Context: an optimization exercise on an open-source flow, tuned for a short achievable clock period and few clock cycles. The choices shown serve that exercise and are no tape-out recipe.
The RTL was checked by simulation tests, not by an equivalence proof against the original design.
Power and IR drop assume default switching activity.

## flow/flow/run.sh

```bash
#!/bin/bash
# The standard layout (the standard.sh), with one addition: after the
# timing repair at global route, a repair_design pass fixes any max-slew or
# max-capacitance violation that the timing repair (gate cloning) left.
export POST_GLOBAL_ROUTE_TCL="$PWD/flow/post_grt.tcl"
bash standard.sh > standard.log 2>&1
```

## flow/flow/post_grt.tcl

```tcl
# Sourced by ORFS global_route.tcl (POST_GLOBAL_ROUTE_TCL) after its timing
# repair: repair max slew / max capacitance again, legalise, re-route the
# changed nets and rewrite the route guides.
puts "post_grt: repair_design after repair_timing"
report_check_types -max_slew -max_capacitance -violators
global_route -start_incremental
repair_design_helper
detailed_placement
global_route -end_incremental
estimate_parasitics -global_routing
report_check_types -max_slew -max_capacitance -violators
write_guides $::env(RESULTS_DIR)/route.guide
```

## flow/standard.sh

```bash
#!/bin/bash
# synth_recipe.tcl (not shown) runs the flow's synth.tcl, then flattens the netlist and writes it again
# the make line also repeats each setting of config.mk as NAME=value (left out here)
make -C /OpenROAD-flow-scripts/flow DESIGN_CONFIG=/design/flow/config.mk WORK_HOME=/design/flow/orfs CLKGATE_MAP_FILE= SYNTH_SCRIPT=/design/flow/synth_recipe.tcl "${@:-finish}"
```

## flow/config.mk

```make
export PLATFORM = sky130hd
export DESIGN_NAME = mc_core
export DESIGN_NICKNAME = mc_core
export VERILOG_FILES = /design/flow/design.v
export SDC_FILE = /design/flow/constraint.sdc
export NUM_CORES = 4
export LEC_CHECK = 0
export CAP_MARGIN = 30
export CORE_MARGIN = 2
export CORE_UTILIZATION = 30
export SETUP_SLACK_MARGIN = 3.0
export SLEW_MARGIN = 30
```

## flow/constraint.sdc

```tcl
create_clock -name core_clock -period 7.0 [get_ports {clk}]
set_input_delay 1.4000 -clock core_clock [delete_from_list [all_inputs] [get_ports {clk}]]
set_output_delay 1.4000 -clock core_clock [all_outputs]
set_load 0.01 [all_outputs]
```

## flow/design.v

```verilog
module mc_core #(
    parameter int              XLEN     = 32,
    parameter int              NREG     = 32,
    parameter logic [XLEN-1:0] RESET_PC = '0
) (
    input  logic            clk,
    input  logic            rst,
    output logic            mem_req,
    output logic            mem_we,
    output logic [XLEN-1:0] mem_addr,
    output logic [XLEN-1:0] mem_wdata,
    input  logic [XLEN-1:0] mem_rdata,
    input  logic            mem_ready,
    output logic            halted,
    output logic [XLEN-1:0] pc_out
    ,
    output logic [31:0]     instret
);
    localparam logic [5:0] OP_RTYPE = 6'h00, OP_J = 6'h02, OP_JAL = 6'h03, OP_BEQ = 6'h04,
                           OP_BNE = 6'h05, OP_ADDI = 6'h08, OP_LW = 6'h23, OP_SW = 6'h2B;
    localparam logic [5:0] FN_JR = 6'h08, FN_ADD = 6'h20, FN_SUB = 6'h22, FN_AND = 6'h24,
                           FN_OR = 6'h25, FN_SLT = 6'h2A;
    logic sFetch, sExec, sMem, sHalt;
    logic [31:0] pc;           
    logic [31:0] regA, regB;   
    logic [31:0] aluP, aluG, aluPx;    
    logic        aluAs, aluBs;         
    logic [31:0] brT;          
    logic [31:0] jT;           
    logic [31:0] rf [1:31];
    logic [7:0]  lsLo;
    logic        lsC8, lsCo0, lsCo1, lsNeg;
    logic [7:0]  lsMid0, lsMid1;
    logic [15:0] lsHiP, lsHiM;
    logic dLw, dSw, dHalt, dWr;
    logic rSum, rAnd, rOr, rSlt, rPc;   
    logic [4:0] dWidx;
    logic aLs, aJ, aJr, aBr, aPc;
    function automatic logic [31:0] addPP(input logic [31:0] a, input logic [31:0] b,
                                          input logic cin);
        logic [31:0] p, g;
        p = a ^ b;
        g = a & b;
        g[0] = g[0] | (p[0] & cin);
        addPP = p;
        for (int d = 1; d < 32; d = d * 2) begin
            for (int i = 31; i >= d; i--) begin
                g[i] = g[i] | (p[i] & g[i-d]);
                p[i] = p[i] & p[i-d];
            end
        end
        addPP[0] = addPP[0] ^ cin;
        for (int i = 1; i < 32; i++) addPP[i] = addPP[i] ^ g[i-1];
    endfunction
    logic [31:0] sum, carry, aluRes, lsAddr, pc4, regA4, brT4, jT4, newPc;
    logic        dNf, dLs, slt, lsC16;
    assign dLs  = dLw | dSw;
    assign dNf  = ~dLs & ~dHalt;
    always_comb begin
        logic [31:0] p, g;
        p = aluP;
        g = aluG;
        for (int d = 1; d < 32; d = d * 2) begin
            for (int i = 31; i >= d; i--) begin
                g[i] = g[i] | (p[i] & g[i-d]);
                p[i] = p[i] & p[i-d];
            end
        end
        carry = {g[30:0], 1'b0};
    end
    assign sum  = aluPx ^ carry;
    assign slt  = (aluAs ^ aluBs) ? aluAs : sum[31];
    assign aluRes = ({32{rSum}} & sum) | ({32{rAnd}} & aluG) |
                    ({32{rOr}} & (aluP | aluG)) | {31'd0, rSlt & slt} | ({32{rPc}} & pc);
    assign lsC16  = lsC8 ? lsCo1 : lsCo0;
    assign lsAddr[7:0]   = lsLo;
    assign lsAddr[15:8]  = lsC8 ? lsMid1 : lsMid0;
    assign lsAddr[31:16] = (lsC16 == lsNeg) ? regA[31:16] : (lsC16 ? lsHiP : lsHiM);
    assign pc4    = pc + 32'd4;
    assign regA4  = regA + 32'd4;
    assign brT4   = brT + 32'd4;
    assign jT4    = jT + 32'd4;
    assign mem_addr = ({32{aLs}} & lsAddr) | ({32{aJ}} & jT) | ({32{aJr}} & regA) |
                      ({32{aBr}} & brT) | ({32{aPc}} & pc);
    assign newPc    = ({32{aJ}} & jT4) | ({32{aJr}} & regA4) |
                      ({32{aBr}} & brT4) | ({32{aPc}} & pc4);
    assign mem_req   = sFetch | sMem | (sExec & ~dHalt);
    assign mem_we    = dSw & (sExec | sMem);
    assign mem_wdata = regB;
    assign halted    = sHalt;
    assign pc_out    = pc;
    logic fetchDone, lsDone, retire;
    assign fetchDone = mem_ready & (sFetch | (sExec & dNf));
    assign lsDone    = mem_ready & dLs & (sExec | sMem);
    assign retire    = (sExec & dNf) | lsDone;
    logic        wen, bypEn;
    logic [31:0] wdata;
    assign bypEn = sExec & dWr;
    assign wen   = bypEn | (lsDone & dLw & dWidx != 5'd0);
    assign wdata = dLw ? mem_rdata : aluRes;
    function automatic logic [31:0] rdReg(input logic [4:0] idx);
        if (bypEn && idx == dWidx) rdReg = aluRes;
        else if (idx == 5'd0)      rdReg = 32'd0;
        else                       rdReg = rf[idx];
    endfunction
    always_ff @(posedge clk or negedge rst) begin
        if (!rst) begin
            for (int i = 1; i < 32; i++) rf[i] <= '0;
        end else if (wen) begin
            rf[dWidx] <= wdata;
        end
    end
    logic [5:0]  nOp, nFn;
    logic        nR, nAluR, nJr, nAddi, nLw, nSw, nBeq, nBne, nJ, nJal, nHalt, nSub, nTaken;
    logic [4:0]  nWidx;
    logic [31:0] nA, nB, nImm, nBrT;
    assign nOp    = mem_rdata[31:26];
    assign nFn    = mem_rdata[5:0];
    assign nR     = (nOp == OP_RTYPE);
    assign nAluR  = nR & (nFn == FN_ADD || nFn == FN_SUB || nFn == FN_AND ||
                          nFn == FN_OR || nFn == FN_SLT);
    assign nJr    = nR & (nFn == FN_JR);
    assign nAddi  = (nOp == OP_ADDI);
    assign nLw    = (nOp == OP_LW);
    assign nSw    = (nOp == OP_SW);
    assign nBeq   = (nOp == OP_BEQ);
    assign nBne   = (nOp == OP_BNE);
    assign nJ     = (nOp == OP_J) | (nOp == OP_JAL);
    assign nJal   = (nOp == OP_JAL);
    assign nHalt  = ~(nAluR | nJr | nAddi | nLw | nSw | nBeq | nBne | nJ);
    assign nSub   = nR & (nFn == FN_SUB || nFn == FN_SLT);
    assign nWidx  = nR ? mem_rdata[15:11] : (nJal ? 5'd31 : mem_rdata[20:16]);
    assign nImm   = {{16{mem_rdata[15]}}, mem_rdata[15:0]};
    assign nA     = rdReg(mem_rdata[25:21]);
    assign nB     = rdReg(mem_rdata[20:16]);
    assign nTaken = (nBeq & (nA == nB)) | (nBne & (nA != nB));
    function automatic logic [31:0] addBr(input logic [31:0] base, input logic [31:0] imm);
        addBr = addPP({base[31:2], 2'b11}, {imm[29:0], 2'b01}, 1'b0);
        addBr[1:0] = base[1:0];
    endfunction
    assign nBrT   = ({32{aJ}} & addBr(jT, nImm)) | ({32{aJr}} & addBr(regA, nImm)) |
                    ({32{aBr}} & addBr(brT, nImm)) | ({32{aPc}} & addBr(pc, nImm));
    logic [31:0] nX, nY;
    assign nX = nSub ? ~nA : nA;
    assign nY = nAddi ? nImm : nB;
    logic [8:0] nLo, nMid0, nMid1;
    assign nLo   = {1'b0, nA[7:0]} + {1'b0, nImm[7:0]};
    assign nMid0 = {1'b0, nA[15:8]} + {1'b0, nImm[15:8]};
    assign nMid1 = {1'b0, nA[15:8]} + {1'b0, nImm[15:8]} + 9'd1;
    always_ff @(posedge clk or negedge rst) begin
        if (!rst) begin
            sFetch <= 1'b0;
            sExec  <= 1'b0;
            sMem   <= 1'b0;
            sHalt  <= 1'b0;
            pc     <= RESET_PC;
            regA   <= '0;
            regB   <= '0;
            aluP   <= '0;
            aluG   <= '0;
            aluPx  <= '0;
            aluAs  <= 1'b0;
            aluBs  <= 1'b0;
            brT    <= '0;
            jT     <= '0;
            lsLo   <= '0;
            lsC8   <= 1'b0;
            lsMid0 <= '0;
            lsMid1 <= '0;
            lsCo0  <= 1'b0;
            lsCo1  <= 1'b0;
            lsNeg  <= 1'b0;
            lsHiP  <= '0;
            lsHiM  <= '0;
            dLw    <= 1'b0;
            dSw    <= 1'b0;
            dHalt  <= 1'b0;
            dWr    <= 1'b0;
            rSum   <= 1'b0;
            rAnd   <= 1'b0;
            rOr    <= 1'b0;
            rSlt   <= 1'b0;
            rPc    <= 1'b0;
            dWidx  <= '0;
            aLs    <= 1'b0;
            aJ     <= 1'b0;
            aJr    <= 1'b0;
            aBr    <= 1'b0;
            aPc    <= 1'b1;
        end else begin
            if (!sFetch && !sExec && !sMem && !sHalt) sFetch <= 1'b1;
            if (fetchDone) begin
                sFetch <= 1'b0;
                sExec  <= 1'b1;
                sMem   <= 1'b0;
                pc     <= newPc;
                regA   <= nA;
                regB   <= nB;
                aluP   <= nX ^ nY;
                aluG   <= nX & nY;
                aluPx  <= nX ^ nY ^ {32{nSub}};
                aluAs  <= nA[31];
                aluBs  <= nB[31];
                brT    <= nBrT;
                jT     <= {newPc[31:28], mem_rdata[25:0], 2'b00};
                lsLo   <= nLo[7:0];
                lsC8   <= nLo[8];
                lsMid0 <= nMid0[7:0];
                lsMid1 <= nMid1[7:0];
                lsCo0  <= nMid0[8];
                lsCo1  <= nMid1[8];
                lsNeg  <= mem_rdata[15];
                lsHiP  <= nA[31:16] + 16'd1;
                lsHiM  <= nA[31:16] - 16'd1;
                dLw    <= nLw;
                dSw    <= nSw;
                dHalt  <= nHalt;
                dWr    <= (nAluR | nAddi | nJal) & (nWidx != 5'd0);
                rSum   <= nAddi | (nR & (nFn == FN_ADD || nFn == FN_SUB));
                rAnd   <= nR & (nFn == FN_AND);
                rOr    <= nR & (nFn == FN_OR);
                rSlt   <= nR & (nFn == FN_SLT);
                rPc    <= nJal;
                dWidx  <= nWidx;
                aLs    <= nLw | nSw;
                aJ     <= nJ;
                aJr    <= nJr;
                aBr    <= nTaken;
                aPc    <= ~(nLw | nSw | nJ | nJr | nTaken);
            end else if (sExec) begin
                sExec <= 1'b0;
                if (dHalt) begin
                    sHalt <= 1'b1;
                end else if (dLs) begin
                    if (mem_ready) begin
                        sFetch <= 1'b1;
                        aLs    <= 1'b0;
                        aPc    <= 1'b1;
                    end else begin
                        sMem <= 1'b1;
                    end
                end else begin
                    sFetch <= 1'b1;
                end
            end else if (sMem && mem_ready) begin
                sMem   <= 1'b0;
                sFetch <= 1'b1;
                aLs    <= 1'b0;
                aPc    <= 1'b1;
            end
        end
    end
    always_ff @(posedge clk or negedge rst) begin
        if (!rst)        instret <= '0;
        else if (retire) instret <= instret + 32'd1;
    end
endmodule
```

==> qor.csv, run 1 <==
stage;metric;value;unit
timing;worst_pin_slew;1100;ps
cts;cts_buffer_depth;3;
place;placed_area;86800;um2
synthesis;yosysSeqAreaShare;0.429;
power_and_ir_drop;ir_drop;0.291;mV
place;hpwl;309;mm
power_and_ir_drop;sequentialPowerShare;0.374;
synthesis;synth-seq-cells;1353;
power_and_ir_drop;cellPowerDensity;254;nW/um2
critical_path;critical_path.max_stage_delay;570;ps
cts;post-cts-setup-buffers;282;
power_and_ir_drop;switching_share;0.363;
global_route;grtUsageMet3;0.119;
power_and_ir_drop;p_leak;43.7;nW
worst_hold_path;hp-class;reg2reg;
cts;clkSinkCount;1353;
critical_path;r2r_slack;2390;ps
synthesis;synthTopCellsByArea;dfrtp_1 (43%), nand2_1 (9.2%), o21ai_0 (8.3%);
worst_hold_path;min_path_cells;2;
cells_and_area;final_core_util;0.387;
cts;root_buffer;clkbuf_16;
floorplanning;die_area;267000;um2
timing;fmax;0.203;GHz
synthesis;synth.most_common_cell;nand2_1;
critical_path;crit_required;7730;ps
routing;antenna_left;0;
cells_and_area;drive_gt1_frac;0.192;
cells_and_area;area.growth.synth_to_final;28.4;%
floorplanning;die_h;517;um
floorplanning;row_count;188;
global_route;grt_util_all_layers;0.334;
synthesis;synth_top_cell_by_area;dfrtp_1;
power_and_ir_drop;internal_power;16.4;mW
critical_path;r2r_cells;14;
critical_path;crit_type;in2reg;
synthesis;synthCells;9380;
place;pre_cts_slack;273;ps
timing;max-slew-margin-rel;0.268;
cts;worstSkewPairLatency;890;ps
timing;fin_skew;56.4;ps
critical_path;path_cells;buf_12 > buf_16 > nor3b_2 > buf_4 > and3_1 > a2111oi_4 > nand3_1 > or4_4 > a2bb2oi_4 > xnor2_2 > nand3_1 > nor4_2 > buf_4 > nand4b_1 > or4_4 > mux2i_2 > o211ai_1;
synthesis;synth-edff-count;0;
synthesis;synth_top_cell_area_share;0.429;
critical_path;startpoint_type;primary input;
routing;wl;462;mm
critical_path;cp.depth;17;
power_and_ir_drop;clockPowerShare;0.346;
routing;drtPass1Iterations;12;
floorplanning;initial_core_util;0.301;
power_and_ir_drop;p_sw;9.35;mW
global_route;grt_antenna_before_repair;29;
global_route;use_met1;0.424;
critical_path;worstSetupEndpointType;register;
routing;first_iter_violations;13500;
cts;tritoncts;done;
cts;cts_resized;747;
critical_path;cpMaxStageDelayCell;or4_4;
cells_and_area;final_cell_area;101000;um2
cts;htree_num_levels;4;
global_route;overflow;0;
synthesis;synthDistinctLibCells;108;
critical_path;path_max_fanout;24;
cells_and_area;fin_nets;10000;
timing;hold_violations;0;
routing;dr_total_vias;84900;
synthesis;synthTopCellsByCount;nand2_1 (1932), dfrtp_1 (1352), o21ai_0 (1315);
synthesis;synth_top_flop_cell;dfrtp_1;
timing;period_share;0.704;
critical_path;cp_top_family;simple AND/OR/NAND/NOR gates;
floorplanning;io_pins;166;
run_status;status;finished clean;
global_route;grt_max_degree;221;
synthesis;netlist_area;78900;um2
cts;clk_pin_slew;60;ps
synthesis;yosys_warnings;2;
global_route;top_usage_layer;met2;
timing;setup_slack;2070;ps
power_and_ir_drop;combPwrFrac;0.281;
critical_path;cp.arrival;5660;ps
routing;drc;0;
routing;wire_per_inst;34.3;um
cts;numCtsBuffers;163;
global_route;grt_pass1_vias;79000;
timing;min_period;4930;ps
synthesis;syn_nets;9590;
global_route;grt_pass1_wl;633;mm
timing;drv_slew;0;
timing;finalSetupTns;0;ps
timing;setup_viol;0;
floorplanning;die_w;517;um
routing;avgViaCountPerCell;6.29;
flow_run;cap_viol_max_count;0;
synthesis;synth-async-reset-ratio;1.00;
place;io_buffer_count;165;
cts;hold_buffers;0;
floorplanning;core_area;262000;um2
critical_path;critPathBufInv;4;
synthesis;syn_area_per_cell;8.41;um2
place;gp_congestion;1.06;
global_route;grtUsageMet2;0.483;
cell families after synthesis:
family / after synthesis / share of synthesized area
adder cells (fa/ha/maj): 175 / 0.0279
multiplexers: 83 / 0.0110
AND/OR/NAND/NOR: 3558 / 0.208
buffers and inverters: 871 / 0.0461
AO/OA/AOI/OAI: 2978 / 0.238
flip-flops: 1353 / 0.429
XOR/XNOR: 362 / 0.0402
cell type report:
cell class / instances / area [um2]
repair buffers: 1049 / 11200
multi-input cells: 7162 / 45800
well taps: 3515 / 4400
fillers: 26300 / 161000
clock inverters: 63 / 694
clock buffers: 241 / 4810
inverters: 94 / 380
diodes: 21 / 52.6
flip-flops and latches: 1353 / 33900
per-layer routing:
metal / vias to the layer above / part of all wire
li1: 34900 / -
met1: 41600 / 0.38
met2: 6519 / 0.41
met3: 1870 / 0.13
met4: 26 / 0.076
met5: - / 0.00050
state kept, by name (all words and copies together), names as in the netlist, 5 cells and up:
| name | cells |
|---|---|
| lsLo | 8 |
| aluG | 32 |
| dWidx | 5 |
| lsHiM | 16 |
| pc | 30 |
| aluPx | 32 |
| rf | 992 |
| lsMid0 | 8 |
| lsMid1 | 8 |
| aluP | 32 |
| brT | 32 |
| jT | 26 |
| instret | 32 |
| regB | 31 |
| lsHiP | 15 |
| regA | 31 |
per-stage QoR:
| stage | hold WS, ps | total power, mW | std cells |
|---|---|---|---|
| after floorplan | 435 | 13.2 | 9380 |
| after global placement | 452 | 15.7 | 12700 |
| after detailed placement | 461 | 15.8 | 12700 |
| after CTS | 478 | 25.1 | 13300 |
| final | 473 | 25.7 | 13500 |
power by group through the flow:
stage | clock [mW] | combinational (mW) | sequential (mW)
2_1_floorplan | 0 | 4.03 | 9.17
3_3_place_gp | 0 | 6.02 | 9.64
3_5_place_dp | 0 | 6.15 | 9.66
4_1_cts | 8.95 | 6.62 | 9.54
6_report | 8.90 | 7.23 | 9.62
cells in the final DEF (no fill, tap or decap), types with 31 or more instances in the layout:
master,netlist,final
nand2_1,1932,1882
dfrtp_1,1352,1343
o21ai_0,1315,1228
buf_4,33,573
a22oi_1,555,533
nand3_1,376,363
a21oi_1,344,294
nor2_1,335,277
and3_1,293,277
xnor2_1,224,202
nand4_1,178,178
clkbuf_16,0,169
ha_1,173,141
xor2_1,138,136
buf_6,10,133
buf_12,0,124
clkdlybuf4s50_1,0,105
inv_1,90,77
a21o_1,76,73
a31oi_1,66,60
nor3_1,79,58
nor2_4,3,58
o21ai_1,7,58
a22o_1,53,53
a222oi_1,52,52
a221oi_1,62,48
o22ai_1,43,40
a21oi_2,1,39
clkbuf_1,553,38
clkbuf_8,0,37
nand2_2,1,36
mux2i_1,55,36
o21a_1,39,35
nand2b_1,38,34
o211ai_1,33,33
buf_8,0,33
buf_16,0,31
worst paths after layout:
kind | start | endpoint
worst min register to register | lsMid0[0]$_DFFE_PN0P_ | lsMid0[0]$_DFFE_PN0P_
min in group asynchronous | rst | rf[25][25]$_DFFE_PN0P_
worst min-delay path | lsMid0[0]$_DFFE_PN0P_ | lsMid0[0]$_DFFE_PN0P_
worst max-delay path | mem_rdata[16] | aBr$_DFFE_PN0P_
worst max register to register | aluG[0]$_DFFE_PN0P_ | aBr$_DFFE_PN0P_
max in group asynchronous | rst | pc[2]$_DFFE_PN0P_
worst reg2reg max path: stages (launching register included):
cell and delay (ps):
dfrtp_2 470, a211oi_1 460, o21bai_1 220, a21oi_2 460, xor2_1 230, o221ai_1 310
o211a_1 370, xnor2_1 160, nor3_2 220, nand4_1 270, buf_4 240, nand4b_1 170
or4_4 570, mux2i_2 210, o211ai_1 110
Testbench counts, summed over its fixed seeds: cycles 69,668.
==> run 2: changes to the inputs <==
==> flow/run.sh (new file) <==
#!/bin/bash
# synth_recipe.tcl (not shown) runs the flow's synth.tcl, then flattens the netlist and writes it again
# the make line also repeats each setting of config.mk as NAME=value (left out here)
make -C /OpenROAD-flow-scripts/flow DESIGN_CONFIG=/design/flow/config.mk WORK_HOME=/design/flow/orfs CLKGATE_MAP_FILE= SYNTH_SCRIPT=/design/flow/synth_recipe.tcl finish
removed: flow/flow/run.sh
removed: flow/flow/post_grt.tcl
removed: flow/standard.sh
==> qor.csv, run 2 <==
stage;metric;value;unit;change
run_status;status;finished clean;;
timing;setup_viol;0;;unchanged
place;gp_congestion;1.06;;unchanged
critical_path;regToRegEndpoint;aBr$_DFFE_PN0P_;;
synthesis;syn_nets;9590;;unchanged
cts;tritoncts;done;;
critical_path;r2r_slack;2360;ps;-30 ps
timing;min_period;4950;ps;+19.0 ps
cells_and_area;layout_common_cells;nand2_1 (1882), dfrtp_1 (1343), o21ai_0 (1228), buf_4 (573), a22oi_1 (533);;
routing;first_iter_violations;13800;;+2.2%
synthesis;synth_top_flop_cell;dfrtp_1;;
critical_path;critPathBufInv;7;;+3
routing;wl;462;mm;about the same
synthesis;yosys_warnings;2;;unchanged
cts;numCtsBuffers;163;;unchanged
floorplanning;io_pins;166;;unchanged
floorplanning;initial_core_util;0.301;;unchanged
global_route;grt_util_all_layers;0.334;;unchanged
timing;hold_violations;0;;unchanged
worst_hold_path;min_from;lsMid0[0]$_DFFE_PN0P_;;
timing;finalSetupTns;0;ps;unchanged
power_and_ir_drop;cellPowerDensity;254;nW/um2;about the same
cells_and_area;multi_input_area;45800;um2;unchanged
timing;worst_pin_slew;1090;ps;-4.96 ps
cells_and_area;final_common_cell;nand2_1;;
cts;clkSinkCount;1353;;unchanged
worst_hold_path;holdPathEnd;lsMid0[0]$_DFFE_PN0P_;;
cells_and_area;instances_no_fill;13500;;-0.015%
routing;avgViaCountPerCell;6.30;;+0.13%
routing;drtPass1Iterations;10;;-2
place;hpwl;309;mm;unchanged
synthesis;synthDistinctLibCells;108;;unchanged
global_route;grt_max_degree;221;;unchanged
critical_path;r2r_cells;15;;+1
synthesis;synthCells;9380;;unchanged
critical_path;cp.depth;20;;+3
cts;htree_num_levels;4;;unchanged
power_and_ir_drop;fin_total_pwr;25.7;mW;-0.11%
flow_run;cap_viol_max_count;0;;unchanged
routing;wire_per_inst;34.2;um;about the same
critical_path;cp.arrival;5680;ps;+20 ps
critical_path;cpMaxStageDelayCell;or4_4;;
critical_path;critical_path.max_stage_delay;580;ps;about the same
global_route;grt_pass1_vias;79000;;unchanged
timing;max-slew-margin-rel;0.272;;+0.00331
global_route;grt_antenna_before_repair;29;;unchanged
cts;cts_buffer_depth;3;;unchanged
cells_and_area;ff_latch_area;33900;um2;unchanged
global_route;grt_pass1_wl;633;mm;unchanged
cells_and_area;final_core_util;0.386;;about the same
timing;fin_skew;50.6;ps;-5.75 ps
cts;worstSkewPairLatency;880;ps;about the same
synthesis;synth-edff-count;0;;unchanged
cells_and_area;fillCellCount;26300;;+0.015%
critical_path;path_cells;buf_12 > buf_12 > nand3b_4 > nor2_4 > buf_4 > a22oi_1 > nand3_1 > nor4_2 > buf_4 > o22ai_2 > buf_4 > o32ai_1 > a211oi_2 > buf_4 > nand4_1 > buf_4 > nand4b_1 > or4_4 > mux2i_2 > o211ai_1;;
critical_path;crit_type;in2reg;;
floorplanning;die_w;517;um;unchanged
synthesis;synth-async-reset-ratio;1.00;;unchanged
power_and_ir_drop;ir_drop;0.287;mV;-1.2%
cells_and_area;top_register;rf;;
cts;clk_pin_slew;60;ps;about the same
timing;rsz0062_at_grt;true;;
floorplanning;die_area;267000;um2;unchanged
timing;whs;473;ps;+0.885 ps
synthesis;synthTopCellsByArea;dfrtp_1 (43%), nand2_1 (9.2%), o21ai_0 (8.3%);;
floorplanning;core_area;262000;um2;unchanged
worst_hold_path;hp-class;reg2reg;;
critical_path;worstSetupEndpointType;register;;
cells_and_area;area.growth.synth_to_final;28.4;%;about the same
floorplanning;die_h;517;um;unchanged
critical_path;cp_top_family;simple AND/OR/NAND/NOR gates;;
timing;period_share;0.707;;+0.00271
synthesis;synth.most_common_cell;nand2_1;;
timing;fmax;0.202;GHz;-0.38%
worst_hold_path;min_path_cells;2;;unchanged
place;io_buffer_count;165;;unchanged
cells_and_area;largest_reg_flops;992;;unchanged
global_route;overflow;0;;unchanged
critical_path;path_max_fanout;9;;-63%
critical_path;crit_required;7730;ps;about the same
place;dp_cells;12700;;unchanged
cells_and_area;fin_nets;10000;;-0.010%
synthesis;synth-seq-cells;1353;;unchanged
routing;drc;0;;unchanged
cells_and_area;drive_gt1_frac;0.192;;about the same
critical_path;startpoint_type;primary input;;
synthesis;synth_top_cell_by_area;dfrtp_1;;
power_and_ir_drop;p_leak;43.6;nW;about the same
synthesis;synthTopCellsByCount;nand2_1 (1932), dfrtp_1 (1352), o21ai_0 (1315);;
floorplanning;row_count;188;;unchanged
synthesis;syn_area_per_cell;8.41;um2;unchanged
synthesis;synth_top_cell_area_share;0.429;;unchanged
routing;dr_total_vias;85000;;+0.11%
synthesis;netlist_area;78900;um2;unchanged
timing;drv_slew;0;;unchanged
critical_path;crit_top_cell;buf_4;;
critical_path;r2r_start;dWidx[0]$_DFFE_PN0P_;;
routing;antenna_left;0;;unchanged
synthesis;yosysSeqAreaShare;0.429;;unchanged
cts;root_buffer;clkbuf_16;;
[run 2: changes by cell type in the layout (fill, tap and decap cells not counted), sizes merged]
cell and delta:
buf -1, diode -1
[run 2: kinds of logic (layout without fill, tap and decap cells)]
logic type      Yosys count  in the layout  synth area share
simple gates           3558           3564             0.208
compound gates         2978           2978             0.238
flops                  1353           1353             0.429
buf+inv                 871           1446            0.0461
xor+xnor                362            362            0.0402
fa+ha+maj               175            175            0.0279
mux                      83             83            0.0110
other cells               0             20                 0
[run 2: metal layers]
metal / global-route usage / share of wire
met1: 0.424 / 0.38
met2: 0.483 / 0.41
met3: 0.119 / 0.13
met4: 0.201 / 0.076
met5: 0 / 0.00039
[run 2: worst reg2reg max path: cells and delay by family (launching register included)]
kind	cells	cell delay (ps)
buffers and inverters	2	530
AND/OR/NAND/NOR	7	1950
multiplexers	1	220
XOR/XNOR	2	330
flip-flops	1	800
AO/OA/AOI/OAI	3	670
[run 2: timing repair]
action	4_1_cts	5_1_grt
endpoints found under the setup margin	521	323
gates resized for setup	747	405
cloned	20	4
pin swaps	198	205
setup buffers	282	126
hold buffers	0	0
[run 2: how the worst max path moves through the flow]
| stage | from | endpoint |
|---|---|---|
| floorplan | mem_rdata[25] | lsMid1[7]$_DFFE_PN0P_ |
| global placement | mem_rdata[24] | aBr$_DFFE_PN0P_ |
| detailed placement | mem_rdata[22] | aBr$_DFFE_PN0P_ |
| CTS | mem_rdata[17] | aBr$_DFFE_PN0P_ |
| global route | mem_rdata[19] | aBr$_DFFE_PN0P_ |
| finish | mem_rdata[25] | aBr$_DFFE_PN0P_ |
[run 2: final cells by class]
class | count | area share
diodes | 20 | 0.000494
clock buffers | 241 | 0.0475
clock inverters | 63 | 0.00686
inverters | 94 | 0.00376
multi-input cells | 7162 | 0.453
flip-flops and latches | 1353 | 0.335
well taps | 3515 | 0.0434
repair buffers | 1048 | 0.111
[run 2: report_power, final]
group / internal, mW / total (mW) / switching, mW
clock: 5.02 / 8.89 / 3.86
sequential: 8.44 / 9.62 / 1.18
combinational: 2.92 / 7.21 / 4.29
total: 16.4 / 25.7 / 9.33
[run 2: through the flow]
stage	worst slack (ps)	area, um2
after floorplan	2270	79700
after global placement	93.3	86500
after detailed placement	273	86800
after CTS	2320	98100
after global routing	2110	101000
final	2050	101000
==> run 3: changes to the inputs <==
--- a/flow/design.v
+++ b/flow/design.v
@@ -36,6 +36,8 @@
     logic rSum, rAnd, rOr, rSlt, rPc;   
     logic [4:0] dWidx;
     logic aLs, aJ, aJr, aBr, aPc;
+    logic dBne;
+    logic [7:0] eqGrp;         
     function automatic logic [31:0] addPP(input logic [31:0] a, input logic [31:0] b,
                                           input logic cin);
         logic [31:0] p, g;
@@ -53,7 +55,7 @@
         for (int i = 1; i < 32; i++) addPP[i] = addPP[i] ^ g[i-1];
     endfunction
     logic [31:0] sum, carry, aluRes, lsAddr, pc4, regA4, brT4, jT4, newPc;
-    logic        dNf, dLs, slt, lsC16;
+    logic        dNf, dLs, slt, lsC16, taken, tk, ntk;
     assign dLs  = dLw | dSw;
     assign dNf  = ~dLs & ~dHalt;
     always_comb begin
@@ -80,10 +82,13 @@
     assign regA4  = regA + 32'd4;
     assign brT4   = brT + 32'd4;
     assign jT4    = jT + 32'd4;
-    assign mem_addr = ({32{aLs}} & lsAddr) | ({32{aJ}} & jT) | ({32{aJr}} & regA) |
-                      ({32{aBr}} & brT) | ({32{aPc}} & pc);
+    assign taken  = (&eqGrp) ^ dBne;
+    assign tk     = aBr & taken;
+    assign ntk    = aPc | (aBr & ~taken);
+    assign mem_addr = tk ? brT : (({32{aLs}} & lsAddr) | ({32{aJ}} & jT) | ({32{aJr}} & regA) |
+                                  ({32{aPc | aBr}} & pc));
     assign newPc    = ({32{aJ}} & jT4) | ({32{aJr}} & regA4) |
-                      ({32{aBr}} & brT4) | ({32{aPc}} & pc4);
+                      ({32{tk}} & brT4) | ({32{ntk}} & pc4);
     assign mem_req   = sFetch | sMem | (sExec & ~dHalt);
     assign mem_we    = dSw & (sExec | sMem);
     assign mem_wdata = regB;
@@ -111,7 +116,7 @@
         end
     end
     logic [5:0]  nOp, nFn;
-    logic        nR, nAluR, nJr, nAddi, nLw, nSw, nBeq, nBne, nJ, nJal, nHalt, nSub, nTaken;
+    logic        nR, nAluR, nJr, nAddi, nLw, nSw, nBeq, nBne, nJ, nJal, nHalt, nSub;
     logic [4:0]  nWidx;
     logic [31:0] nA, nB, nImm, nBrT;
     assign nOp    = mem_rdata[31:26];
@@ -133,13 +138,12 @@
     assign nImm   = {{16{mem_rdata[15]}}, mem_rdata[15:0]};
     assign nA     = rdReg(mem_rdata[25:21]);
     assign nB     = rdReg(mem_rdata[20:16]);
-    assign nTaken = (nBeq & (nA == nB)) | (nBne & (nA != nB));
     function automatic logic [31:0] addBr(input logic [31:0] base, input logic [31:0] imm);
         addBr = addPP({base[31:2], 2'b11}, {imm[29:0], 2'b01}, 1'b0);
         addBr[1:0] = base[1:0];
     endfunction
     assign nBrT   = ({32{aJ}} & addBr(jT, nImm)) | ({32{aJr}} & addBr(regA, nImm)) |
-                    ({32{aBr}} & addBr(brT, nImm)) | ({32{aPc}} & addBr(pc, nImm));
+                    ({32{tk}} & addBr(brT, nImm)) | ({32{ntk}} & addBr(pc, nImm));
     logic [31:0] nX, nY;
     assign nX = nSub ? ~nA : nA;
     assign nY = nAddi ? nImm : nB;
@@ -182,6 +186,8 @@
             rSlt   <= 1'b0;
             rPc    <= 1'b0;
             dWidx  <= '0;
+            dBne   <= 1'b0;
+            eqGrp  <= '0;
             aLs    <= 1'b0;
             aJ     <= 1'b0;
             aJr    <= 1'b0;
@@ -225,8 +231,10 @@
                 aLs    <= nLw | nSw;
                 aJ     <= nJ;
                 aJr    <= nJr;
-                aBr    <= nTaken;
-                aPc    <= ~(nLw | nSw | nJ | nJr | nTaken);
+                aBr    <= nBeq | nBne;
+                aPc    <= ~(nLw | nSw | nJ | nJr | nBeq | nBne);
+                dBne   <= nBne;
+                for (int k = 0; k < 8; k++) eqGrp[k] <= (nA[4*k +: 4] == nB[4*k +: 4]);
             end else if (sExec) begin
                 sExec <= 1'b0;
                 if (dHalt) begin
==> flow/flow/run.sh (new file) <==
#!/bin/bash
# The standard layout (the standard.sh), with one addition: after the
# timing repair at global route, a repair_design pass fixes any max-slew or
# max-capacitance violation that the timing repair (gate cloning) left.
export POST_GLOBAL_ROUTE_TCL="$PWD/flow/post_grt.tcl"
bash standard.sh > standard.log 2>&1
==> flow/flow/post_grt.tcl (new file) <==
# Sourced by ORFS global_route.tcl (POST_GLOBAL_ROUTE_TCL) after its timing
# repair: repair max slew / max capacitance again, legalise, re-route the
# changed nets and rewrite the route guides.
puts "post_grt: repair_design after repair_timing"
report_check_types -max_slew -max_capacitance -violators
global_route -start_incremental
repair_design_helper
detailed_placement
global_route -end_incremental
estimate_parasitics -global_routing
report_check_types -max_slew -max_capacitance -violators
write_guides $::env(RESULTS_DIR)/route.guide
==> flow/standard.sh (new file) <==
#!/bin/bash
# synth_recipe.tcl (not shown) runs the flow's synth.tcl, then flattens the netlist and writes it again
# the make line also repeats each setting of config.mk as NAME=value (left out here)
make -C /OpenROAD-flow-scripts/flow DESIGN_CONFIG=/design/flow/config.mk WORK_HOME=/design/flow/orfs CLKGATE_MAP_FILE= SYNTH_SCRIPT=/design/flow/synth_recipe.tcl "${@:-finish}"
removed: flow/run.sh
==> qor.csv, run 3 <==
stage;metric;value;unit;change
cells_and_area;largest_reg_flops;992;;unchanged
global_route;grt_antenna_before_repair;31;;+6.9%
cts;numCtsBuffers;158;;-3.1%
synthesis;synthDistinctLibCells;102;;-5.6%
cts;worstSkewPairLatency;890;ps;about the same
cells_and_area;final_core_util;0.378;;-0.00800
power_and_ir_drop;switching_share;0.353;;-0.0102
cts;htree_num_levels;4;;unchanged
routing;drc;0;;unchanged
critical_path;cp.arrival;3130;ps;-2550 ps
cells_and_area;fillCellCount;25500;;-3.1%
power_and_ir_drop;clockPowerShare;0.349;;+0.003
synthesis;netlist_area;77100;um2;-2.3%
critical_path;path_cells;mux2i_2 > buf_6 > buf_12 > buf_4 > mux2_2 > a222oi_1 > a21oi_2 > buf_2;;
synthesis;synth-async-reset-ratio;1.00;;unchanged
routing;dr_total_vias;81000;;-4.8%
floorplanning;core_area;256000;um2;-2.2%
place;io_buffer_count;165;;unchanged
critical_path;critical_path.max_stage_delay;550;ps;-30 ps
timing;fin_skew;66.5;ps;+15.9 ps
synthesis;synth-edff-count;0;;unchanged
timing;whs;364;ps;-110 ps
timing;setup_viol;0;;unchanged
timing;drv_slew;0;;unchanged
critical_path;worstSetupEndpointType;output pin;;
power_and_ir_drop;p_sw;8.79;mW;-5.8%
power_and_ir_drop;combPwrFrac;0.265;;-0.015
floorplanning;die_h;511;um;-1.1%
global_route;grt_pass1_wl;584;mm;-7.7%
timing;fmax;0.221;GHz;+9.2%
floorplanning;initial_core_util;0.301;;about the same
routing;avgViaCountPerCell;6.25;;-0.75%
cts;cts_resized;627;;-16%
global_route;grt_max_degree;180;;-19%
cts;tritoncts;done;;
power_and_ir_drop;ir_drop;0.238;mV;-17%
cells_and_area;top_register;rf;;
critical_path;cpMaxStageDelayCell;a222oi_1;;
routing;drtPass1Iterations;12;;+2
place;placed_area;84200;um2;-3.0%
critical_path;path_max_fanout;5;;-4
cells_and_area;area.growth.synth_to_final;25.8;%;
timing;hold_violations;0;;unchanged
power_and_ir_drop;sequentialPowerShare;0.386;;+0.012
power_and_ir_drop;p_leak;41.7;nW;-4.5%
cts;post-cts-setup-buffers;300;;+6.4%
synthesis;synth_top_flop_cell;dfrtp_1;;
timing;max-slew-margin-rel;0.303;;+0.0318
synthesis;syn_area_per_cell;8.49;um2;+0.99%
global_route;grt_util_all_layers;0.307;;-0.0264
synthesis;synthTopCellsByCount;nand2_1 (1938), dfrtp_1 (1361), o21ai_0 (1321);;
routing;wl;418;mm;-9.5%
synthesis;synth_top_cell_by_area;dfrtp_1;;
synthesis;yosys_warnings;2;;unchanged
place;gp_congestion;1.02;;-4.6%
timing;finalSetupTns;0;ps;unchanged
place;hpwl;270;mm;-13%
cts;hold_buffers;0;;unchanged
cells_and_area;layout_common_cells;nand2_1 (1905), dfrtp_1 (1352), o21ai_0 (1248), a22oi_1 (711), buf_4 (524);;
timing;period_share;0.647;;-0.0596
critical_path;startpoint_type;register;;
run_status;status;finished clean;;
flow_run;cap_viol_max_count;0;;unchanged
synthesis;synthTopCellsByArea;dfrtp_1 (44%), nand2_1 (9.4%), o21ai_0 (8.6%);;
critical_path;cp_top_family;compound AO/OA/AOI/OAI gates;;
critical_path;crit_required;5600;ps;-2130 ps
floorplanning;io_pins;166;;unchanged
cts;cts_buffer_depth;3;;unchanged
synthesis;synth_top_cell_area_share;0.442;;+0.0129
power_and_ir_drop;internal_power;16.1;mW;-1.6%
critical_path;crit_type;reg2out;;
cts;root_buffer;clkbuf_16;;
cells_and_area;drive_gt1_frac;0.172;;-0.0195
floorplanning;die_w;511;um;-1.1%
synthesis;synthCells;9078;;-3.2%
cells_and_area;fin_nets;9636;;-3.9%
synthesis;synth-seq-cells;1362;;+0.67%
cts;clkSinkCount;1362;;+0.67%
routing;antenna_left;0;;unchanged
global_route;grt_pass1_vias;76600;;-3.1%
routing;first_iter_violations;13700;;-0.74%
cells_and_area;final_common_cell;nand2_1;;
power_and_ir_drop;cellPowerDensity;257;nW/um2;+1.2%
timing;worst_pin_slew;1040;ps;-48.9 ps
global_route;overflow;0;;unchanged
synthesis;synth.most_common_cell;nand2_1;;
timing;min_period;4530;ps;-417 ps
worst_hold_path;hp-class;in2async;;
cts;clk_pin_slew;60;ps;about the same
floorplanning;die_area;261000;um2;-2.2%
critical_path;critPathBufInv;4;;-3
synthesis;syn_nets;9288;;-3.1%
floorplanning;row_count;186;;-1.1%
synthesis;yosysSeqAreaShare;0.442;;+0.0129
routing;wire_per_inst;32.3;um;-5.7%
cells_and_area;final_cell_area;97000;um2;-4.2%
-- run 3: cells by family after synthesis --
family          after synthesis  share of synthesized area
fa+ha+maj                   175                     0.0286
flops                      1362                      0.442
compound gates             3067                      0.251
mux                          57                    0.00794
xor+xnor                    386                     0.0438
simple gates               3213                      0.184
buf+inv                     818                     0.0424
-- run 3: final timing paths --
path                                       start                     end  slack [ps]  depth (start not counted)
hold / removal                               rst  rf[21][29]$_DFFE_PN0P_         360                          1
setup reg to reg            aluP[13]$_DFFE_PN0P_        lsC8$_DFFE_PN0P_        2630                         21
setup / recovery                lsC8$_DFFE_PN0P_            mem_addr[31]        2470                          8
max in group asynchronous                    rst        lsC8$_DFFE_PN0P_        4700                          3
hold reg to reg            lsMid0[4]$_DFFE_PN0P_   lsMid0[4]$_DFFE_PN0P_         460                          2
min in group core_clock    lsMid0[4]$_DFFE_PN0P_   lsMid0[4]$_DFFE_PN0P_         460                          2
-- run 3: per-stage QoR --
step,setup slack (ps),instances,total power [mW]
floorplan,2140,9078,13.0
detailed placement,760,12200,15.5
finish,2470,13000,24.9
CTS,2540,12800,24.5
global placement,779,12200,15.3
-- run 3: per-layer routing --
metal,track usage,vias to the layer above,part of all wire
met2,0.450,6201,0.42
met4,0.195,36,0.079
li1,-,33500,-
met1,0.379,39400,0.37
met3,0.114,1851,0.13
met5,0.00603,-,0.0012
-- run 3: power groups by stage --
stage | registers (mW) | logic [mW] | clock network, mW
detailed placement | 9.66 | 5.80 | 0
CTS | 9.53 | 6.21 | 8.76
finish | 9.60 | 6.61 | 8.69
floorplan | 9.18 | 3.85 | 0
global placement | 9.63 | 5.69 | 0
-- run 3: layout make-up --
class / instances / area (um2) / share of cell area
Antenna cell: 18 / 45.0 / 0.000465
Clock buffer: 217 / 4440 / 0.0458
Clock inverter: 66 / 857 / 0.00884
Timing Repair Buffer: 907 / 9370 / 0.0966
Multi-Input combinational cell: 6905 / 43500 / 0.449
Sequential cell: 1362 / 34100 / 0.352
Tap cell: 3384 / 4230 / 0.0437
Inverter: 92 / 375 / 0.00387
Testbench counts of run 3, summed over its fixed seeds: cycles 69,668.
==> run 4: changes to the inputs <==
--- a/flow/design.v
+++ b/flow/design.v
@@ -20,7 +20,9 @@
                            OP_BNE = 6'h05, OP_ADDI = 6'h08, OP_LW = 6'h23, OP_SW = 6'h2B;
     localparam logic [5:0] FN_JR = 6'h08, FN_ADD = 6'h20, FN_SUB = 6'h22, FN_AND = 6'h24,
                            FN_OR = 6'h25, FN_SLT = 6'h2A;
-    logic sFetch, sExec, sMem, sHalt;
+    logic sFetch, sExec, sMem, sFix, sHalt;
+    logic [15:0] immL;         
+    logic        dBr, dBne;     
     logic [31:0] pc;           
     logic [31:0] regA, regB;   
     logic [31:0] aluP, aluG, aluPx;    
@@ -34,10 +36,9 @@
     logic [15:0] lsHiP, lsHiM;
     logic dLw, dSw, dHalt, dWr;
     logic rSum, rAnd, rOr, rSlt, rPc;   
+    logic rSub;                         
     logic [4:0] dWidx;
     logic aLs, aJ, aJr, aBr, aPc;
-    logic dBne;
-    logic [7:0] eqGrp;         
     function automatic logic [31:0] addPP(input logic [31:0] a, input logic [31:0] b,
                                           input logic cin);
         logic [31:0] p, g;
@@ -55,7 +56,7 @@
         for (int i = 1; i < 32; i++) addPP[i] = addPP[i] ^ g[i-1];
     endfunction
     logic [31:0] sum, carry, aluRes, lsAddr, pc4, regA4, brT4, jT4, newPc;
-    logic        dNf, dLs, slt, lsC16, taken, tk, ntk;
+    logic        dNf, dLs, slt, lsC16;
     assign dLs  = dLw | dSw;
     assign dNf  = ~dLs & ~dHalt;
     always_comb begin
@@ -78,17 +79,18 @@
     assign lsAddr[7:0]   = lsLo;
     assign lsAddr[15:8]  = lsC8 ? lsMid1 : lsMid0;
     assign lsAddr[31:16] = (lsC16 == lsNeg) ? regA[31:16] : (lsC16 ? lsHiP : lsHiM);
+    logic aluZero;
+    assign aluZero = (rSum & ~rSub & (aluP == {aluG[30:0] | aluP[30:0], 1'b0})) |
+                     (rSum & rSub & (~aluP == {aluG[30:0], 1'b0})) |
+                     (rAnd & ~|aluG) | (rOr & ~|(aluP | aluG)) | (rPc & ~|pc);
     assign pc4    = pc + 32'd4;
     assign regA4  = regA + 32'd4;
     assign brT4   = brT + 32'd4;
     assign jT4    = jT + 32'd4;
-    assign taken  = (&eqGrp) ^ dBne;
-    assign tk     = aBr & taken;
-    assign ntk    = aPc | (aBr & ~taken);
-    assign mem_addr = tk ? brT : (({32{aLs}} & lsAddr) | ({32{aJ}} & jT) | ({32{aJr}} & regA) |
-                                  ({32{aPc | aBr}} & pc));
+    assign mem_addr = ({32{aLs}} & lsAddr) | ({32{aJ}} & jT) | ({32{aJr}} & regA) |
+                      ({32{aBr}} & brT) | ({32{aPc}} & pc);
     assign newPc    = ({32{aJ}} & jT4) | ({32{aJr}} & regA4) |
-                      ({32{tk}} & brT4) | ({32{ntk}} & pc4);
+                      ({32{aBr}} & brT4) | ({32{aPc}} & pc4);
     assign mem_req   = sFetch | sMem | (sExec & ~dHalt);
     assign mem_we    = dSw & (sExec | sMem);
     assign mem_wdata = regB;
@@ -103,11 +105,20 @@
     assign bypEn = sExec & dWr;
     assign wen   = bypEn | (lsDone & dLw & dWidx != 5'd0);
     assign wdata = dLw ? mem_rdata : aluRes;
-    function automatic logic [31:0] rdReg(input logic [4:0] idx);
-        if (bypEn && idx == dWidx) rdReg = aluRes;
-        else if (idx == 5'd0)      rdReg = 32'd0;
-        else                       rdReg = rf[idx];
-    endfunction
+    logic [31:0] wOH, rsOH, rtOH, rawA, rawB;
+    always_comb begin
+        for (int k = 0; k < 32; k++) begin
+            wOH[k]  = bypEn && dWidx == 5'(k);
+            rsOH[k] = mem_rdata[25:21] == 5'(k);
+            rtOH[k] = mem_rdata[20:16] == 5'(k);
+        end
+        rawA = '0;
+        rawB = '0;
+        for (int k = 1; k < 32; k++) begin
+            rawA = rawA | ({32{rsOH[k]}} & rf[k]);
+            rawB = rawB | ({32{rtOH[k]}} & rf[k]);
+        end
+    end
     always_ff @(posedge clk or negedge rst) begin
         if (!rst) begin
             for (int i = 1; i < 32; i++) rf[i] <= '0;
@@ -116,7 +127,7 @@
         end
     end
     logic [5:0]  nOp, nFn;
-    logic        nR, nAluR, nJr, nAddi, nLw, nSw, nBeq, nBne, nJ, nJal, nHalt, nSub;
+    logic        nR, nAluR, nJr, nAddi, nLw, nSw, nBeq, nBne, nJ, nJal, nHalt, nSub, nTaken;
     logic [4:0]  nWidx;
     logic [31:0] nA, nB, nImm, nBrT;
     assign nOp    = mem_rdata[31:26];
@@ -136,27 +147,47 @@
     assign nSub   = nR & (nFn == FN_SUB || nFn == FN_SLT);
     assign nWidx  = nR ? mem_rdata[15:11] : (nJal ? 5'd31 : mem_rdata[20:16]);
     assign nImm   = {{16{mem_rdata[15]}}, mem_rdata[15:0]};
-    assign nA     = rdReg(mem_rdata[25:21]);
-    assign nB     = rdReg(mem_rdata[20:16]);
+    assign nA     = |(rsOH & wOH) ? aluRes : rawA;
+    assign nB     = |(rtOH & wOH) ? aluRes : rawB;
+    logic bypA, bypB, zA, zB, nEq, nBrFix;
+    assign bypA   = |(rsOH & wOH);
+    assign bypB   = |(rtOH & wOH);
+    assign zA     = rsOH[0];
+    assign zB     = rtOH[0];
+    assign nEq    = ((bypA & zB) | (bypB & zA)) ? aluZero : (rawA == rawB);
+    assign nBrFix = (bypA & ~zB) | (bypB & ~zA) | ((bypA | bypB) & rSlt);
+    assign nTaken = (nBeq & nEq) | (nBne & ~nEq);
     function automatic logic [31:0] addBr(input logic [31:0] base, input logic [31:0] imm);
         addBr = addPP({base[31:2], 2'b11}, {imm[29:0], 2'b01}, 1'b0);
         addBr[1:0] = base[1:0];
     endfunction
     assign nBrT   = ({32{aJ}} & addBr(jT, nImm)) | ({32{aJr}} & addBr(regA, nImm)) |
-                    ({32{tk}} & addBr(brT, nImm)) | ({32{ntk}} & addBr(pc, nImm));
+                    ({32{aBr}} & addBr(brT, nImm)) | ({32{aPc}} & addBr(pc, nImm));
     logic [31:0] nX, nY;
     assign nX = nSub ? ~nA : nA;
     assign nY = nAddi ? nImm : nB;
+    logic [31:0] nRaw;
+    logic        nFix;
+    assign nRaw = rawA;
+    assign nFix = ((nLw | nSw) & |(rsOH & wOH)) | ((nBeq | nBne) & nBrFix);
     logic [8:0] nLo, nMid0, nMid1;
-    assign nLo   = {1'b0, nA[7:0]} + {1'b0, nImm[7:0]};
-    assign nMid0 = {1'b0, nA[15:8]} + {1'b0, nImm[15:8]};
-    assign nMid1 = {1'b0, nA[15:8]} + {1'b0, nImm[15:8]} + 9'd1;
+    assign nLo   = {1'b0, nRaw[7:0]} + {1'b0, nImm[7:0]};
+    assign nMid0 = {1'b0, nRaw[15:8]} + {1'b0, nImm[15:8]};
+    assign nMid1 = {1'b0, nRaw[15:8]} + {1'b0, nImm[15:8]} + 9'd1;
+    logic [8:0] fLo, fMid0, fMid1;
+    assign fLo   = {1'b0, regA[7:0]} + {1'b0, immL[7:0]};
+    assign fMid0 = {1'b0, regA[15:8]} + {1'b0, immL[15:8]};
+    assign fMid1 = {1'b0, regA[15:8]} + {1'b0, immL[15:8]} + 9'd1;
     always_ff @(posedge clk or negedge rst) begin
         if (!rst) begin
             sFetch <= 1'b0;
             sExec  <= 1'b0;
             sMem   <= 1'b0;
+            sFix   <= 1'b0;
             sHalt  <= 1'b0;
+            immL   <= '0;
+            dBr    <= 1'b0;
+            dBne   <= 1'b0;
             pc     <= RESET_PC;
             regA   <= '0;
             regB   <= '0;
@@ -185,20 +216,23 @@
             rOr    <= 1'b0;
             rSlt   <= 1'b0;
             rPc    <= 1'b0;
+            rSub   <= 1'b0;
             dWidx  <= '0;
-            dBne   <= 1'b0;
-            eqGrp  <= '0;
             aLs    <= 1'b0;
             aJ     <= 1'b0;
             aJr    <= 1'b0;
             aBr    <= 1'b0;
             aPc    <= 1'b1;
         end else begin
-            if (!sFetch && !sExec && !sMem && !sHalt) sFetch <= 1'b1;
+            if (!sFetch && !sExec && !sMem && !sFix && !sHalt) sFetch <= 1'b1;
             if (fetchDone) begin
                 sFetch <= 1'b0;
-                sExec  <= 1'b1;
+                sExec  <= ~nFix;
+                sFix   <= nFix;
                 sMem   <= 1'b0;
+                immL   <= mem_rdata[15:0];
+                dBr    <= nBeq | nBne;
+                dBne   <= nBne;
                 pc     <= newPc;
                 regA   <= nA;
                 regB   <= nB;
@@ -216,8 +250,8 @@
                 lsCo0  <= nMid0[8];
                 lsCo1  <= nMid1[8];
                 lsNeg  <= mem_rdata[15];
-                lsHiP  <= nA[31:16] + 16'd1;
-                lsHiM  <= nA[31:16] - 16'd1;
+                lsHiP  <= nRaw[31:16] + 16'd1;
+                lsHiM  <= nRaw[31:16] - 16'd1;
                 dLw    <= nLw;
                 dSw    <= nSw;
                 dHalt  <= nHalt;
@@ -227,14 +261,28 @@
                 rOr    <= nR & (nFn == FN_OR);
                 rSlt   <= nR & (nFn == FN_SLT);
                 rPc    <= nJal;
+                rSub   <= nR & (nFn == FN_SUB);
                 dWidx  <= nWidx;
                 aLs    <= nLw | nSw;
                 aJ     <= nJ;
                 aJr    <= nJr;
-                aBr    <= nBeq | nBne;
-                aPc    <= ~(nLw | nSw | nJ | nJr | nBeq | nBne);
-                dBne   <= nBne;
-                for (int k = 0; k < 8; k++) eqGrp[k] <= (nA[4*k +: 4] == nB[4*k +: 4]);
+                aBr    <= nTaken;
+                aPc    <= ~(nLw | nSw | nJ | nJr | nTaken);
+            end else if (sFix) begin
+                sFix   <= 1'b0;
+                sExec  <= 1'b1;
+                if (dBr) begin
+                    aBr <= (regA == regB) ^ dBne;
+                    aPc <= (regA != regB) ^ dBne;
+                end
+                lsLo   <= fLo[7:0];
+                lsC8   <= fLo[8];
+                lsMid0 <= fMid0[7:0];
+                lsMid1 <= fMid1[7:0];
+                lsCo0  <= fMid0[8];
+                lsCo1  <= fMid1[8];
+                lsHiP  <= regA[31:16] + 16'd1;
+                lsHiM  <= regA[31:16] - 16'd1;
             end else if (sExec) begin
                 sExec <= 1'b0;
                 if (dHalt) begin
==> qor.csv, run 4 <==
stage;metric;value;unit;change
run_status;status;finished clean;;
timing;whs;435;ps;+71.1 ps
routing;wl;514;mm;+23%
timing;setup_slack;2550;ps;+83.3 ps
timing;drv_slew;0;;unchanged
cts;tritoncts;done;;
timing;fin_skew;124;ps;+57.1 ps
cts;numCtsBuffers;170;;+7.6%
timing;min_period;4450;ps;-83.3 ps
place;pre_cts_slack;662;ps;-98.4 ps
cells_and_area;final_core_util;0.392;;+0.0138
critical_path;crit_start;mem_rdata[19];;
floorplanning;io_pins;166;;unchanged
critical_path;crit_required;7720;ps;+2120 ps
timing;max-slew-margin-rel;0.180;;-0.124
synthesis;synthDistinctLibCells;95;;-6.9%
cts;hold_buffers;0;;unchanged
routing;first_iter_violations;15700;;+15%
cells_and_area;top_register;rf;;
timing;period_share;0.635;;-0.0119
critical_path;r2r_cells;17;;-19%
cts;clk_pin_slew;60;ps;about the same
flow_run;cap_viol_max_count;0;;unchanged
global_route;grt_pass1_wl;690;mm;+18%
synthesis;synth_top_cell_area_share;0.420;;-0.0214
global_route;grt_max_degree;208;;+16%
routing;avgViaCountPerCell;6.60;;+5.6%
cells_and_area;final_common_cell;nand2_1;;
cts;worstSkewPairLatency;950;ps;+60 ps
floorplanning;row_count;190;;+2.2%
critical_path;crit_top_cell;buf_4;;
critical_path;cp_top_family;simple AND/OR/NAND/NOR gates;;
synthesis;synthTopCellsByArea;dfrtp_1 (42%), nand2_1 (8.6%), o21ai_0 (7.8%);;
critical_path;startpoint_type;primary input;;
cts;cts_resized;993;;+58%
routing;wire_per_inst;37.3;um;+16%
power_and_ir_drop;ir_drop;0.214;mV;-10%
synthesis;synth-async-reset-ratio;1.00;;unchanged
synthesis;synth-seq-cells;1357;;-0.37%
critical_path;worstSetupEndpointType;register;;
cts;htree_num_levels;4;;unchanged
floorplanning;die_w;523;um;+2.3%
critical_path;cp.depth;17;;+9
timing;finalSetupTns;0;ps;unchanged
cells_and_area;fillCellCount;26500;;+4.2%
cts;cts_buffer_depth;4;;+1
critical_path;critical_path.max_stage_delay;590;ps;+40 ps
critical_path;r2r_start;aluP[2]$_DFFE_PN0P_;;
floorplanning;die_h;523;um;+2.3%
cells_and_area;layout_common_cells;nand2_1 (1780), dfrtp_1 (1340), o21ai_0 (1171), a22oi_1 (613), buf_4 (566);;
synthesis;synthCells;9547;;+5.2%
routing;drc;0;;unchanged
timing;setup_viol;0;;unchanged
place;hpwl;327;mm;+21%
synthesis;syn_nets;9807;;+5.6%
routing;antenna_left;0;;unchanged
power_and_ir_drop;p_leak;45.1;nW;+8.3%
synthesis;synthTopCellsByCount;nand2_1 (1850), dfrtp_1 (1356), o21ai_0 (1262);;
critical_path;critPathBufInv;6;;+2
critical_path;path_cells;buf_16 > or2_4 > buf_4 > buf_6 > nor2_4 > buf_6 > buf_4 > a222oi_1 > nand3_1 > or4_4 > xor2_1 > nor4_1 > buf_4 > nand4_1 > o31a_1 > nor4b_2 > a211oi_2;;
synthesis;synth_top_flop_cell;dfrtp_1;;
timing;worst_pin_slew;1230;ps;+181 ps
critical_path;path_max_fanout;10;;+5
synthesis;yosys_warnings;2;;unchanged
critical_path;cp.arrival;5160;ps;+2030 ps
global_route;overflow;0;;unchanged
global_route;grt_antenna_before_repair;72;;+130%
timing;fmax;0.225;GHz;+1.9%
cts;root_buffer;clkbuf_16;;
floorplanning;die_area;273000;um2;+4.7%
floorplanning;initial_core_util;0.301;;+0.000408
critical_path;crit_type;in2reg;;
place;io_buffer_count;165;;unchanged
synthesis;synth-edff-count;0;;unchanged
routing;dr_total_vias;90800;;+12%
synthesis;synth.most_common_cell;nand2_1;;
timing;hold_violations;0;;unchanged
cells_and_area;drive_gt1_frac;0.203;;+0.0308
critical_path;regToRegEndpoint;aluPx[21]$_DFFE_PN0P_;;
global_route;grt_util_all_layers;0.361;;+0.0532
cells_and_area;area.growth.synth_to_final;30.2;%;
critical_path;r2r_slack;2800;ps;+170 ps
floorplanning;core_area;268000;um2;+4.6%
worst_hold_path;hp-class;in2async;;
cells_and_area;largest_reg_flops;992;;unchanged
synthesis;yosysSeqAreaShare;0.421;;-0.0214
synthesis;syn_area_per_cell;8.46;um2;-0.44%
place;dp_cells;12900;;+5.1%
critical_path;cpMaxStageDelayCell;or4_4;;
routing;drtPass1Iterations;13;;+1
synthesis;netlist_area;80700;um2;+4.7%
cts;clkSinkCount;1357;;-0.37%
cells_and_area;fin_nets;10300;;+6.4%
synthesis;synth_top_cell_by_area;dfrtp_1;;
cells_and_area;instances_no_fill;13800;;+6.3%
place;gp_congestion;1.07;;+4.9%
global_route;grt_pass1_vias;83000;;+8.4%
power_and_ir_drop;cellPowerDensity;352;nW/um2;+37%
cts;post-cts-setup-buffers;336;;+12%
## run 4: layout make-up
cell class,instances,area [um2],area share
clock buffers,235,4900,0.0466
well taps,3552,4440,0.0423
flip-flops and latches,1357,34000,0.323
clock inverters,60,663,0.00631
multi-input cells,7280,48400,0.461
inverters,99,409,0.00389
repair buffers,1085,12000,0.114
diodes,93,233,0.00221
## run 4: worst max path at each step
stage                                       end
after floorplan               lsCo1$_DFFE_PN0N_
after global placement    aluPx[31]$_DFFE_PN0P_
after detailed placement  aluPx[31]$_DFFE_PN0P_
after CTS                   brT[28]$_DFFE_PN0P_
final                           aBr$_DFFE_PN0P_
## run 4: per-stage QoR
step | area (um2) | total power, mW
detailed placement | 88400 | 24.2
floorplan | 81700 | 18.4
CTS | 101000 | 34.9
global placement | 88200 | 24.0
finish | 105000 | 37.0
## run 4: layer usage
metal	share of wire	up-vias	global-route usage	wire length [um]
li1	-	35700	-	-
met1	0.36	44000	0.436	184000
met2	0.39	8325	0.501	202000
met3	0.15	2766	0.158	76100
met4	0.098	38	0.268	50300
met5	0.0017	-	0.0191	893
## run 4: power breakdown
| part | switching (mW) | internal (mW) | leakage, nW |
|---|---|---|---|
| clock network | 3.82 | 5.29 | 2.73 |
| logic | 9.46 | 6.39 | 23.9 |
| registers | 2.78 | 9.24 | 18.5 |
| total | 16.1 | 20.9 | 45.1 |
## run 4: worst register-to-register path: cells and delay by family, from the launching register on
kind | cells | cell delay [ps]
buffers and inverters | 3 | 470
XOR/XNOR | 2 | 330
adder cells (fa/ha/maj) | 2 | 410
AND/OR/NAND/NOR | 1 | 100
AO/OA/AOI/OAI | 9 | 2330
flip-flops | 1 | 460
## run 4: cells by family after synthesis
logic type	share of synthesized area
AO/OA/AOI/OAI	0.226
XOR/XNOR	0.0476
adder cells (fa/ha/maj)	0.0352
buffers and inverters	0.0451
flip-flops	0.421
multiplexers	0.0190
AND/OR/NAND/NOR	0.206
Testbench counts of run 4, summed over its fixed seeds: cycles 69,747.

port drivers added, routing unchanged:
In the flow no input, the clock included, has a driving cell. The finished layouts below were timed again as built, in two steps.
Step 1 assumes that a clkbuf_16 drives the clock port and a buf_2 every other input.
Step 2 moves the port delays by t, midway between the first and last clock arrival at a register: inputs arrive t later, outputs are due t later. That takes back most of the time a late clock gives input paths.
Slacks: ideal ports / drivers / drivers and shift; pairs: ideal ports / drivers.
run | shift t [ns] | setup slack, ns | worst register clock-pin slew, ns | worst slew at a driven data input, ns | pins driven straight from the clock port
run 1 | 0.950 | 2.071 / 1.997 / 1.048 | 0.07 / 0.07 | 0.23 | 1
run 2 | 0.943 | 2.052 / 1.973 / 1.030 | 0.07 / 0.07 | 0.23 | 1
run 3 | 0.945 | 2.470 / 2.384 / 1.592 | 0.07 / 0.07 | 0.31 | 1
run 4 | 0.982 | 2.553 / 2.430 / 1.448 | 0.07 / 0.07 | 0.25 | 1
After both steps setup and hold are still met in every run listed. For run 4, which loses most, drivers alone change the setup slack by -0.123 ns; drivers and shift together by -1.105 ns.
